Context: an optimization exercise on an open-source flow, tuned for small area, a short achievable clock period and few clock cycles per item. The choices shown serve that exercise and are no tape-out recipe.

==> flow/design.v <==
package fol_pkg;
  localparam int unsigned KEY_W       = 8;
  localparam int unsigned POS_W       = 3;
  localparam int unsigned HIT_COUNT_W = 16;
  localparam int unsigned ENTRIES     = 8;
endpackage
module fol_ctrl (
  input  logic clk_i,
  input  logic rst_ni,
  input  logic in_valid_i,
  output logic in_ready_o,
  output logic out_valid_o,
  input  logic out_ready_i,
  output logic k_load_o,    
  output logic k_from2_o,   
  output logic k2_load_o,   
  output logic l_load_o,    
  output logic fire_o,      
  output logic l_valid_o    
);
  logic k2v_q, kv_q, lv_q, ov_q;
  logic accept, l_free;
  assign in_ready_o = !k2v_q;
  assign accept     = in_valid_i && !k2v_q;
  assign fire_o     = lv_q && (!ov_q || out_ready_i);
  assign l_free     = !lv_q || fire_o;
  assign l_load_o   = l_free;
  assign k_load_o   = !kv_q || l_free;
  assign k_from2_o  = k2v_q;
  assign k2_load_o  = accept && kv_q && !l_free;
  always_ff @(posedge clk_i or negedge rst_ni) begin
    if (!rst_ni) begin
      k2v_q <= 1'b0;
      kv_q  <= 1'b0;
      lv_q  <= 1'b0;
      ov_q  <= 1'b0;
    end else begin
      if (k_load_o) kv_q <= k2v_q || accept;
      if (k_load_o) k2v_q <= 1'b0;
      else if (accept) k2v_q <= 1'b1;
      if (l_free) lv_q <= kv_q;
      if (fire_o) ov_q <= 1'b1;
      else if (out_ready_i) ov_q <= 1'b0;
    end
  end
  assign out_valid_o = ov_q;
  assign l_valid_o   = lv_q;
endmodule
module fol_datapath (
  input  logic                              clk_i,
  input  logic                              rst_ni,
  input  logic                              k_load_i,
  input  logic                              k_from2_i,
  input  logic                              k2_load_i,
  input  logic                              l_load_i,
  input  logic                              fire_i,
  input  logic                              l_valid_i,
  input  logic [fol_pkg::KEY_W-1:0]         key_i,
  output logic                              hit_o,
  output logic [fol_pkg::POS_W-1:0]         old_position_o,
  output logic [fol_pkg::POS_W-1:0]         new_position_o,
  output logic [fol_pkg::HIT_COUNT_W-1:0]   hit_count_o
);
  localparam int unsigned N  = fol_pkg::ENTRIES;
  localparam int unsigned PW = fol_pkg::POS_W;
  localparam int unsigned CW = fol_pkg::HIT_COUNT_W;
  function automatic logic gt_f(input logic [CW-1:0] a, input logic [CW-1:0] b);
    logic [CW-1:0] g, l;
    g = a & ~b;
    l = ~a & b;
    for (int s = 1; s < CW; s = s * 2)
      for (int i = 0; i + s < CW; i = i + 2 * s) begin
        g[i] = g[i + s] | (!l[i + s] & g[i]);
        l[i] = l[i + s] | (!g[i + s] & l[i]);
      end
    gt_f = g[0];
  endfunction
  logic [3:0]    k2_q, k_q;       
  logic [3:0]    l_q;             
  logic [CW:0]   cinc_q;          
  logic [PW-1:0] skey_q [N];      
  logic [CW-1:0] scnt_q [N];      
  logic [3:0]    key_code, k_d;
  logic [CW-1:0] c_k, c_new;
  logic [CW:0]   cinc_d;
  logic [N-1:0]  kmatch, match, le_p, t2, rng, e, q1, at_d;
  logic          hit;
  logic [PW-1:0] p, d;
  assign key_code = {(key_i >= fol_pkg::KEY_W'(1)) && (key_i <= fol_pkg::KEY_W'(N)),
                     PW'(key_i - fol_pkg::KEY_W'(1))};
  assign k_d = k_from2_i ? k2_q : key_code;
  always_ff @(posedge clk_i) begin
    if (k2_load_i) k2_q <= key_code;
    if (k_load_i)  k_q  <= k_d;
  end
  always_comb begin
    c_k = '0;
    for (int i = 0; i < N; i++) begin
      kmatch[i] = k_q[3] && (skey_q[i] == k_q[2:0]);
      c_k       = c_k | (scnt_q[i] & {CW{kmatch[i]}});
    end
    cinc_d = {1'b0, (l_valid_i && l_q[3] && k_q[3] && (l_q[2:0] == k_q[2:0])) ? c_new : c_k}
             + (CW+1)'(1);
  end
  always_ff @(posedge clk_i) begin
    if (l_load_i) begin
      l_q    <= k_q;
      cinc_q <= cinc_d;
    end
  end
  always_comb begin
    hit   = l_q[3];
    c_new = cinc_q[CW-1:0] | {CW{cinc_q[CW]}};
    for (int i = 0; i < N; i++) begin
      match[i] = hit && (skey_q[i] == l_q[2:0]);
      t2[i]    = hit && !cinc_q[CW] && gt_f(scnt_q[i], cinc_q[CW-1:0]);
    end
    for (int i = 0; i < N; i++) begin
      le_p[i] = 1'b0;
      for (int m = i; m < N; m++) le_p[i] = le_p[i] | match[m];
    end
    for (int i = 0; i < N; i++) begin
      rng[i]  = le_p[i] && !t2[i];
      e[i]    = rng[i] && (scnt_q[i][0] ^ cinc_q[0]);
      q1[i]   = e[i] && !((i > 0) && e[(i + N - 1) % N]);
      at_d[i] = rng[i] && ((i == 0) || t2[(i + N - 1) % N]);
    end
    p[2] = match[4] | match[5] | match[6] | match[7];
    p[1] = match[2] | match[3] | match[6] | match[7];
    p[0] = match[1] | match[3] | match[5] | match[7];
    d[2] = t2[3];
    d[1] = (t2[1] & !t2[3]) | t2[5];
    d[0] = (t2[0] & !t2[1]) | (t2[2] & !t2[3]) | (t2[4] & !t2[5]) | t2[6];
  end
  always_ff @(posedge clk_i or negedge rst_ni) begin
    if (!rst_ni) begin
      for (int i = 0; i < N; i++) begin
        skey_q[i] <= PW'(i);
        scnt_q[i] <= '0;
      end
    end else if (fire_i) begin
      for (int i = 0; i < N; i++) begin
        if (q1[i]) scnt_q[i] <= c_new;
        if (at_d[i])      skey_q[i] <= l_q[2:0];
        else if (rng[i])  skey_q[i] <= skey_q[(i + N - 1) % N];
      end
    end
  end
  logic                hit_q;
  logic [PW-1:0]       old_q, new_q;
  logic [CW-1:0]       hc_q;
  always_ff @(posedge clk_i) begin
    if (fire_i) begin
      hit_q <= hit;
      old_q <= p;
      new_q <= d;
      hc_q  <= c_new & {CW{hit}};
    end
  end
  assign hit_o          = hit_q;
  assign old_position_o = old_q;
  assign new_position_o = new_q;
  assign hit_count_o    = hc_q;
endmodule
module frequency_ordered_list_top (
  input  logic                              clk_i,
  input  logic                              rst_ni,
  input  logic                              in_valid_i,
  output logic                              in_ready_o,
  input  logic [fol_pkg::KEY_W-1:0]         in_key_i,
  output logic                              out_valid_o,
  input  logic                              out_ready_i,
  output logic                              out_hit_o,
  output logic [fol_pkg::POS_W-1:0]         out_old_position_o,
  output logic [fol_pkg::POS_W-1:0]         out_new_position_o,
  output logic [fol_pkg::HIT_COUNT_W-1:0]   out_hit_count_o
);
  logic k_load, k_from2, k2_load, l_load, fire, l_valid;
  fol_ctrl u_ctrl (
    .clk_i      (clk_i),
    .rst_ni     (rst_ni),
    .in_valid_i (in_valid_i),
    .in_ready_o (in_ready_o),
    .out_valid_o(out_valid_o),
    .out_ready_i(out_ready_i),
    .k_load_o   (k_load),
    .k_from2_o  (k_from2),
    .k2_load_o  (k2_load),
    .l_load_o   (l_load),
    .fire_o     (fire),
    .l_valid_o  (l_valid)
  );
  fol_datapath u_dp (
    .clk_i         (clk_i),
    .rst_ni        (rst_ni),
    .k_load_i      (k_load),
    .k_from2_i     (k_from2),
    .k2_load_i     (k2_load),
    .l_load_i      (l_load),
    .fire_i        (fire),
    .l_valid_i     (l_valid),
    .key_i         (in_key_i),
    .hit_o         (out_hit_o),
    .old_position_o(out_old_position_o),
    .new_position_o(out_new_position_o),
    .hit_count_o   (out_hit_count_o)
  );
endmodule
clock: 5.0 ns
lec_check: 0
cap_margin: 20
core_margin: 2
core_utilization: 40
setup_slack_margin: 1.5
slew_margin: 20
run.sh (not shown) runs the stock make flow with config.mk's settings and CLKGATE_MAP_FILE= SYNTH_SCRIPT=/design/flow/synth_recipe.tcl, a recipe that flattens the netlist after the stock synthesis.
Edit:
--- a/flow/design.v
+++ b/flow/design.v
@@ -80,10 +80,11 @@
   logic [CW:0]   cinc_q;          
   logic [PW-1:0] skey_q [N];      
   logic [CW-1:0] scnt_q [N];      
+  logic [N-2:0]  ne_q;            
   logic [3:0]    key_code, k_d;
   logic [CW-1:0] c_k, c_new;
   logic [CW:0]   cinc_d;
-  logic [N-1:0]  kmatch, match, le_p, t2, rng, e, q1, at_d;
+  logic [N-1:0]  kmatch, match, le_p, t2, rng, run, q1, at_d;
   logic          hit;
   logic [PW-1:0] p, d;
   assign key_code = {(key_i >= fol_pkg::KEY_W'(1)) && (key_i <= fol_pkg::KEY_W'(N)),
@@ -99,8 +100,9 @@
       kmatch[i] = k_q[3] && (skey_q[i] == k_q[2:0]);
       c_k       = c_k | (scnt_q[i] & {CW{kmatch[i]}});
     end
-    cinc_d = {1'b0, (l_valid_i && l_q[3] && k_q[3] && (l_q[2:0] == k_q[2:0])) ? c_new : c_k}
-             + (CW+1)'(1);
+    cinc_d = (l_valid_i && l_q[3] && k_q[3] && (l_q[2:0] == k_q[2:0]))
+             ? {1'b0, c_new} + (CW+1)'(1)
+             : {1'b0, c_k} + (CW+1)'(1);
   end
   always_ff @(posedge clk_i) begin
     if (l_load_i) begin
@@ -120,9 +122,17 @@
       for (int m = i; m < N; m++) le_p[i] = le_p[i] | match[m];
     end
     for (int i = 0; i < N; i++) begin
+      run[i] = 1'b0;
+      for (int j = i; j < N; j++) begin
+        logic all_eq;
+        all_eq = 1'b1;
+        for (int m = i; m < j; m++) all_eq = all_eq & !ne_q[m];
+        run[i] = run[i] | (match[j] & all_eq);
+      end
+    end
+    for (int i = 0; i < N; i++) begin
       rng[i]  = le_p[i] && !t2[i];
-      e[i]    = rng[i] && (scnt_q[i][0] ^ cinc_q[0]);
-      q1[i]   = e[i] && !((i > 0) && e[(i + N - 1) % N]);
+      q1[i]   = run[i] && ((i == 0) || ne_q[(i + N - 2) % (N - 1)]);
       at_d[i] = rng[i] && ((i == 0) || t2[(i + N - 1) % N]);
     end
     p[2] = match[4] | match[5] | match[6] | match[7];
@@ -138,7 +148,14 @@
         skey_q[i] <= PW'(i);
         scnt_q[i] <= '0;
       end
+      ne_q <= '0;
     end else if (fire_i) begin
+      for (int i = 0; i < N - 1; i++) begin
+        if (!cinc_q[CW]) begin
+          if (q1[i + 1])  ne_q[i] <= t2[i];
+          else if (q1[i]) ne_q[i] <= 1'b1;
+        end
+      end
       for (int i = 0; i < N; i++) begin
         if (q1[i]) scnt_q[i] <= c_new;
         if (at_d[i])      skey_q[i] <= l_q[2:0];
Count of clock-buffer cells in the layout goes down by 5.
Fmax goes up by 2.0%.
Global-route usage goes down by 2.8 points.
First-iteration DRC count goes down by 4.0%.
Utilization stays flat.
No functional check of the RTL was part of any run of this note.

afterwards: timing with drivers on the ports:
No port has a modelled driver above. Below, the same layouts with a new extraction and two added sets of constraints.
Step 1 sets driving cells, clkbuf_16 on the clock port and buf_2 on the other inputs (assumed; they add their load-dependent delay and slew).
Step 2 moves the port delays by t, midway between the first and last clock arrival at a register: inputs arrive t later, outputs are due t later. That takes back most of the time a late clock gives input paths.
a / b / c = no drivers / after step 1 / after step 2; a / b = the first two.
run	shift t [ns]	slack for setup (ns)	worst setup path at the end	latest minus earliest clock arrival (ns)	pins driven straight from the clock port
the first run	0.583	1.496 / 1.496 / 1.454	input to register	0.021 / 0.021	1
the second run	0.583	1.567 / 1.567 / 1.408	input to register	0.016 / 0.016	1
After both steps every run listed still meets setup and hold. For the second run, which loses most, drivers alone change the setup slack by 0.000 ns; drivers and shift together by -0.159 ns.
